Background: an optimization exercise with open tools, aiming at a short achievable clock period and few clock cycles per item. Do not read the settings as production practice. The RTL was checked by simulation tests, not by an equivalence proof against the original design. Power is estimated from default activity; no workload was simulated.

## v6
## mm_top
module mm_top (
    input  logic         clk_buf,
    input  logic         sys_reset,
    input  logic         cmd_valid,
    input  logic [(4 * 8)-1:0] cmd_word,
    output logic         cmd_credit,
    output logic         res_valid,
    output mm_data_pkg::mm_acc_t      res_data,
    input  logic         res_credit,
    output logic         busy,
    output logic         done
);
Settings: LEC_CHECK=0, ABC_CLOCK_PERIOD_IN_PS=2500, CAP_MARGIN=20, CORE_MARGIN=2, CORE_UTILIZATION=80, CTS_CLUSTER_DIAMETER=100, CTS_CLUSTER_SIZE=24, PLACE_DENSITY=0.85, SLEW_MARGIN=20, SYNTH_HIERARCHICAL=1; clock period 10.5 ns.
standard.sh (not shown) runs the stock make flow with config.mk's settings and CLKGATE_MAP_FILE= SYNTH_SCRIPT=/design/flow/synth_recipe.tcl, a recipe that flattens the netlist after the stock synthesis.
==> flow/flow/run.sh <==
#!/bin/bash
set -euo pipefail
here=$(cd "$(dirname "$0")" && pwd)
MARGIN=$(cat "$here/margin.txt" 2>/dev/null || echo 7.5)
extra="SETUP_SLACK_MARGIN=${MARGIN} TNS_END_PERCENT=100 MATCH_CELL_FOOTPRINT=0"
if [[ -f "$here/cts_args.txt" ]]; then
  extra="$extra CTS_ARGS='$(tr '\n' ' ' < "$here/cts_args.txt")'"
fi
python3 - "$extra" <<'PY'
import sys
s = open('standard.sh').read()
key = ' "${@:-finish}"'
assert key in s
s = s.replace(key, ' ' + sys.argv[1] + key)
open('standard_knobs.sh', 'w').write(s)
PY
bash standard_knobs.sh > make_flow.log 2>&1
Testbench counts of v6, summed over its fixed seeds: cycles 5,265, products 320.
diff inputs: v6 => v7
# v6
export LEC_CHECK = 0
export ABC_CLOCK_PERIOD_IN_PS = 2500
export CAP_MARGIN = 20
export CORE_MARGIN = 2
export CORE_UTILIZATION = 80
export CTS_CLUSTER_DIAMETER = 100
export CTS_CLUSTER_SIZE = 24
export PLACE_DENSITY = 0.85
export SLEW_MARGIN = 20
export SYNTH_HIERARCHICAL = 1
create_clock -name core_clock -period 10.5 [get_ports {clk_buf}]
# v7
export LEC_CHECK = 0
export ABC_CLOCK_PERIOD_IN_PS = 2500
export CAP_MARGIN = 20
export CORE_MARGIN = 2
export CORE_UTILIZATION = 90
export CTS_CLUSTER_DIAMETER = 100
export CTS_CLUSTER_SIZE = 24
export PLACE_DENSITY = 0.92
export SLEW_MARGIN = 20
export SYNTH_HIERARCHICAL = 1
create_clock -name core_clock -period 10.5 [get_ports {clk_buf}]
--- outcome ---
- Of v6 and v7, v6 shows the lower initial core utilization, with v7 above it.
- Total cell area at the placement stage: v7 vs v6 down about 0.5%
- Comparing v7 with v6, the combined area of all synthesized cells came out essentially unchanged.
- v6 and v7 ended up with nearly the same adder and majority cell fraction of the synthesized area.
- v7 gives less row count than v6 did.
- Maximum buffer depth of the clock tree: v7 vs v6 identical
- As far as post-synthesis xor/xnor area fraction is concerned, v7 and v6 perform about the same.
- Detailed-placement wirelength estimate went up by more than 10% going from v6 to v7.
- Reported for v6 and v7, simple-gate share of the synthesized area turned out identical to the last digit.
- Relative to v6, number of placed cells counting well taps has gone down in v7.
- The remaining runs in v6 and v7 completed every stage, whereas v7 halted early.
- Between v6 and v7, the difference in synthesized cell count is negligible.


Starting RTL as in the previous note.
clock: 10.5 ns
lec_check: 0
abc_clock_period_in_ps: 2500
cap_margin: 20
core_margin: 2
core_utilization: 80
cts_cluster_diameter: 60
cts_cluster_size: 16
place_density: 0.85
slew_margin: 20
synth_hierarchical: 1
Scripts as last shown in full above: flow/flow/run.sh
Testbench counts at the start, summed over its fixed seeds: cycles 5,265, products 320.
Next try:
==> flow/flow/margin.txt (new file) <==
7.7
--- a/flow/config.mk
+++ b/flow/config.mk
@@ -10,6 +10,6 @@
 export CORE_MARGIN = 2
 export CORE_UTILIZATION = 80
-export CTS_CLUSTER_DIAMETER = 60
-export CTS_CLUSTER_SIZE = 16
+export CTS_CLUSTER_DIAMETER = 100
+export CTS_CLUSTER_SIZE = 24
 export PLACE_DENSITY = 0.85
 export SLEW_MARGIN = 20
What happened: Wire length goes up by about 3.3%; total power is lower by about 4%; die area is unchanged; cell area fell by about 0.4%; clock skew shrinks by 0.023 ns; cell count went down by 0.49%; maximum frequency increases by about 0.6%; utilization goes down by 0.37 points.

==> afterwards: timing with drivers on the ports <==
How much do the figures lean on ideal ports? The routed layouts below were timed once more, with nothing changed but the port constraints.
Step 1: set_driving_cell puts a clkbuf_16 on clk_buf and a buf_2 on each other input, an assumption about the parent block.
Step 2 adds t to the input delays and takes it off the output delays; t is the mean of the earliest and latest rising clock arrival at the registers after step 1. Input paths then give back, and output paths get back, about the clock's delay inside the block.
Three values: ideal ports, drivers, drivers and shift; two values: the first two.
run	shift t [ns]	slack for setup (ns)	worst setup path at the end	worst register clock-pin slew, ns	worst slew at a driven data input, ns
v6	0.715	7.297 / 7.228 / 6.951	input, reset recovery	0.10 / 0.10	0.05
the first run of note 2	0.736	7.278 / 7.208 / 6.921	input, reset recovery	0.08 / 0.08	0.05
the second run of note 2	0.719	7.297 / 7.226 / 7.194	input, reset recovery	0.11 / 0.11	0.05
After both steps setup and hold are still met in every run listed. For the first run of note 2, which loses most, drivers alone change the setup slack by -0.070 ns; drivers and shift together by -0.357 ns. The worst setup slack also covers recovery checks on asynchronous resets.
